Source: an optimization exercise on an open RTL-to-GDS flow (aim: small area and a short achievable clock period). Production flows keep margins and buffers that such runs may drop. Only simulation tests tie the RTL to the original design; equivalence was not proved. No driver is modelled on the clock port, so clocking that relies on it looks cheaper here than on a real chip. Power and IR drop assume default switching activity.

// mem_slave
module mem_slave #(
  parameter int unsigned WIDTH       = 16,
  parameter int unsigned DEPTH       = 64,
  parameter int unsigned ADDR_WIDTH  = $clog2(DEPTH),
  parameter int unsigned WAIT_CYCLES = 2
) (
  input  logic                  clk,
  input  logic                  res,
  input  logic                  bus_wr_rd,
  input  logic [ADDR_WIDTH-1:0] bus_addr,
  input  logic [WIDTH-1:0]      bus_wdata,
  input  logic                  bus_valid,
  output logic                  bus_ready,
  output logic [WIDTH-1:0]      bus_rdata,
  output logic                  bus_rdata_vld
);
For scale: ~2300 cells after synthesis, ~1100 flip-flops, roughly 44 I/O pins.
export LEC_CHECK = 0
export ABC_CLOCK_PERIOD_IN_PS = 2000
export CAP_MARGIN = 20
export CORE_MARGIN = 2
export CORE_UTILIZATION = 40
export CTS_CLUSTER_DIAMETER = 80
export CTS_CLUSTER_SIZE = 25
export SETUP_SLACK_MARGIN = 3.1
export SLEW_MARGIN = 20
export SYNTH_HIERARCHICAL = 1
create_clock -name core_clock -period 5.0 [get_ports {clk}]
standard.sh (not shown) runs the stock make flow with config.mk's settings and CLKGATE_MAP_FILE= SYNTH_SCRIPT=/design/flow/synth_recipe.tcl, a recipe that flattens the netlist after the stock synthesis.
==> flow/flow/run.sh <==
#!/bin/bash
set -euo pipefail
R=orfs/results/${FLOW_PLATFORM}/mem_slave/base
bash standard.sh cts > std_cts.log 2>&1
cp $R/4_cts.odb $R/4_cts_orig.odb
openroad -no_init -exit flow/clkroot.tcl > clkroot.log 2>&1
bash standard.sh finish > std_finish.log 2>&1
Other scripts of this flow, unchanged in this note and not shown: flow/flow/clkroot.tcl
Next try:
--- a/flow/design.v
+++ b/flow/design.v
@@ -113,22 +113,21 @@
   logic             ready_q, w1_q, w2_q, rq1_q, rq2_q, rq3_q, pend_q;
   logic             rdt_q, rdb_q;
   logic [5:0]       ph6_q;       
   logic [3:0]       ph4_q;
   logic             we_q;
   logic [N6:0]      rsel_q;      
   logic [5:0]       o6_q;        
   logic [3:0]       o4_q;        
   logic [3:0]       tsel_q;      
   logic [1:0]       smatch_q;    
-  logic [WIDTH-1:0] wdata_q;
-  logic [WIDTH-1:0] rdbuf_q;
+  logic [WIDTH-1:0] wdata_q;     
   logic [WIDTH-1:0] rdata_q;
   logic             rdata_vld_q;
   logic [WIDTH-1:0] m6_q [N6][6];
   logic [WIDTH-1:0] m4_q [4];
   logic             accept;
   logic [2:0]       h, l;
   logic             is4_d;
   logic [N6:0]      rdec, rsel_d;
   logic [5:0]       oh6;
   logic [3:0]       oh4;
@@ -267,36 +266,36 @@
       ready_q     <= !accept && !w1_q;
       w1_q        <= accept;
       w2_q        <= w1_q;
       pend_q      <= (accept && bus_wr_rd) || (we_q && (w1_q || w2_q));
       rdt_q       <= w1_q && !we_q && !pos_odd;
       rdb_q       <= w1_q && !we_q && pos_odd;
       ph6_q       <= {ph6_q[4:0], ph6_q[5]};
       ph4_q       <= {ph4_q[2:0], ph4_q[3]};
       rdata_vld_q <= w2_q && !we_q;
       if (rdt_q) rdata_q <= rd_word;
-      else if (rdb_q) rdata_q <= rdbuf_q;
+      else if (rdb_q) rdata_q <= wdata_q;
     end
     rq1_q <= res;
     rq2_q <= rq1_q;
     rq3_q <= rq2_q;
   end
   always_ff @(posedge clk) begin
     if (ready_q) begin
       we_q    <= bus_wr_rd;
       o6_q    <= oh6;
       o4_q    <= oh4;
-        wdata_q <= bus_wdata;
     end
     {smatch_q, tsel_q} <= ctl_d;
     rsel_q  <= rsel_d;
-    rdbuf_q <= rq3_q ? '0 : rd_word;
+    if (ready_q) wdata_q <= bus_wdata;
+    else if (w1_q && !we_q) wdata_q <= rq3_q ? '0 : rd_word;
   end
   logic [N6:0] wr0, wr1, q0, q1, nwr0, nwr1, sel0, keep0, ws1, wk1;
   always_comb begin
     for (int r = 0; r <= N6; r++) begin
       wr0[r]  = pend_q && rsel_q[r] && smatch_q[0];
       wr1[r]  = pend_q && rsel_q[r] && smatch_q[1];
       q0[r]   = rq1_q || rq2_q || rq3_q || wr0[r];
       q1[r]   = rq1_q || rq2_q || rq3_q || wr1[r];
     end
     nwr0 = ~wr0;
Total power came out higher by 2.2%.
Clock-buffer cell count came out higher by 3.
Synthesized cell count barely changes.
Synthesized area came out lower by 0.44%.
Clock skew came out higher by 0.0080 ns.
Sequential power came out lower by about 1%.
Worst setup slack degrades by 0.17 ns.
Critical path depth came out higher by 9.
Global-route usage came out higher by 1.8 points.
Design area came out higher by 6.3%.
Register-to-register slack degrades by 0.24 ns.
Wire length came out higher by 8.4%.
Non-clock buffer count came out higher by 104.

========
## run E
Another version of the RTL of mem_slave (not shown whole).
Size in the first run: about 2300 cells after synthesis, about 1100 flip-flops, ~44 I/O pins.
export LEC_CHECK = 0
export ABC_CLOCK_PERIOD_IN_PS = 2000
export CAP_MARGIN = 20
export CORE_MARGIN = 2
export CORE_UTILIZATION = 40
export CTS_CLUSTER_DIAMETER = 80
export CTS_CLUSTER_SIZE = 25
export SETUP_SLACK_MARGIN = 3.0
export SLEW_MARGIN = 20
export SYNTH_HIERARCHICAL = 1
create_clock -name core_clock -period 5.0 [get_ports {clk}]
Scripts as last shown in full above: flow/flow/run.sh
Other scripts of this flow, unchanged in this note and not shown: flow/flow/clkroot.tcl
## Diff of input files: run Z against run E
diff --git a/flow/design.v b/flow/design.v
--- a/flow/design.v
+++ b/flow/design.v
@@ -8,21 +8,54 @@
   input  logic [W-1:0] a1, a2, b1, b2,
   output logic [W-1:0] y
 );
   assign y = ~((a1 & a2) | (b1 & b2));
 endmodule
 module ms_rd_join (
   input  logic [10:0] p,
   input  logic [5:0]  n,
   output logic        y
 );
-  assign y = (|p) | ~(&n);
+  logic [5:0] q;
+  logic [2:0] m;
+  logic [1:0] r;
+  logic       t0, t1;
+  for (genvar i = 0; i < 5; i++) begin : g_q
+    ms_nor2 u_q (.a(p[2*i]), .b(p[2*i+1]), .y(q[i]));
+  end
+  ms_nor2 u_q5 (.a(p[10]), .b(1'b0), .y(q[5]));
+  for (genvar i = 0; i < 3; i++) begin : g_m
+    ms_nand2 u_m (.a(n[2*i]), .b(n[2*i+1]), .y(m[i]));
+  end
+  ms_nand3 u_r0 (.a(q[0]), .b(q[1]), .c(q[2]), .y(r[0]));
+  ms_nand3 u_r1 (.a(q[3]), .b(q[4]), .c(q[5]), .y(r[1]));
+  ms_nor3  u_t0 (.a(r[0]), .b(r[1]), .c(m[0]), .y(t0));
+  ms_nor2  u_t1 (.a(m[1]), .b(m[2]), .y(t1));
+  ms_nand2 u_y  (.a(t0), .b(t1), .y(y));
+endmodule
+module ms_nand2 (
+  input  logic a, b,
+  output logic y
+);
+  assign y = ~(a & b);
+endmodule
+module ms_nand3 (
+  input  logic a, b, c,
+  output logic y
+);
+  assign y = ~(a & b & c);
+endmodule
+module ms_nor3 (
+  input  logic a, b, c,
+  output logic y
+);
+  assign y = ~(a | b | c);
 endmodule
 module ms_mux8 #(parameter int W = 1) (
   input  logic [8*W-1:0] d,
   input  logic [2:0]     s,
   output logic [W-1:0]   y
 );
   logic [W-1:0] a, b;
   always_comb begin
     a = s[1] ? (s[0] ? d[3*W +: W] : d[2*W +: W]) : (s[0] ? d[1*W +: W] : d[0*W +: W]);
     b = s[1] ? (s[0] ? d[7*W +: W] : d[6*W +: W]) : (s[0] ? d[5*W +: W] : d[4*W +: W]);
@@ -96,22 +129,26 @@
   logic [5:0]       oh6;
   logic [3:0]       oh4;
   logic [5:0]       pn6;
   logic [3:0]       pn4;
   logic [5:0]       ctl_d;
   logic [WIDTH-1:0] wsrc, wsrc_n;
   logic [WIDTH-1:0] rd_word;
   logic             pos_odd;
   assign accept = ready_q && bus_valid;
   assign clr    = res || rq1_q || rq2_q;
-  assign wsrc   = clr ? '0 : wdata_q;
-  assign wsrc_n = ~wsrc;
+  logic [WIDTH-1:0] wdata_n;
+  assign wdata_n = ~wdata_q;
+  for (genvar b = 0; b < WIDTH; b++) begin : g_wsrc
+    ms_nor2 u_p (.a(wdata_n[b]), .b(clr), .y(wsrc[b]));
+    ms_or2  u_n (.a(wdata_n[b]), .b(clr), .y(wsrc_n[b]));
+  end
   assign h     = bus_addr[5:3];
   assign l     = bus_addr[2:0];
   assign is4_d = l[2] && l[1] && h[2] && h[1];
   always_comb begin
     for (int r = 0; r < 8; r++) rdec[r] = (h == 3'(r)) && !(l[2] && l[1]);
     rdec[8]  = l[2] && l[1] && !l[0] && !(h[2] && h[1]);
     rdec[9]  = l[2] && l[1] &&  l[0] && !(h[2] && h[1]);
     rdec[10] = is4_d;
   end
   always_comb begin
--- outcome ---
As far as worst hold slack is concerned, run E and run Z perform about the same.
Summary: with run E as the reference, number of filler cells placed in the layout in run Z moved up by a few percent.
Die area, run Z vs run E: up slightly
Run Z went all the way through the flow, and no timing, DRC or antenna check failed.
The count of non-CTS buffers in the layout in run E is 1.2 times that in run Z.
Run Z vs run E: relative contribution of combinational cells to total power down

[separate check: timing with driven ports]
In the flow no input, the clock included, has a driving cell. The finished layouts below were timed again as built, in two steps.
Step 1: set_driving_cell puts a clkbuf_16 on clk and a buf_2 on each other input, an assumption about the parent block.
Step 2 also shifts input and output timing later by t, the mid clock arrival at the registers, as if the neighbouring blocks saw the same clock.
Slacks: ideal / step 1 / step 2; pairs: ideal / step 1.
run	t (ns)	slack for setup (ns)	worst slew at a driven data input, ns
the first run of note 1	0.556	3.024 / 2.900 / 2.534	0.16
the second run of note 1	0.583	2.852 / 2.835 / 2.649	0.06
run E	0.567	2.792 / 2.792 / 2.313	0.08
run Z	0.562	2.942 / 2.942 / 2.506	0.05
After both steps setup and hold are still met in every run listed. For the first run of note 1, which loses most, drivers alone change the setup slack by -0.124 ns; drivers and shift together by -0.490 ns.
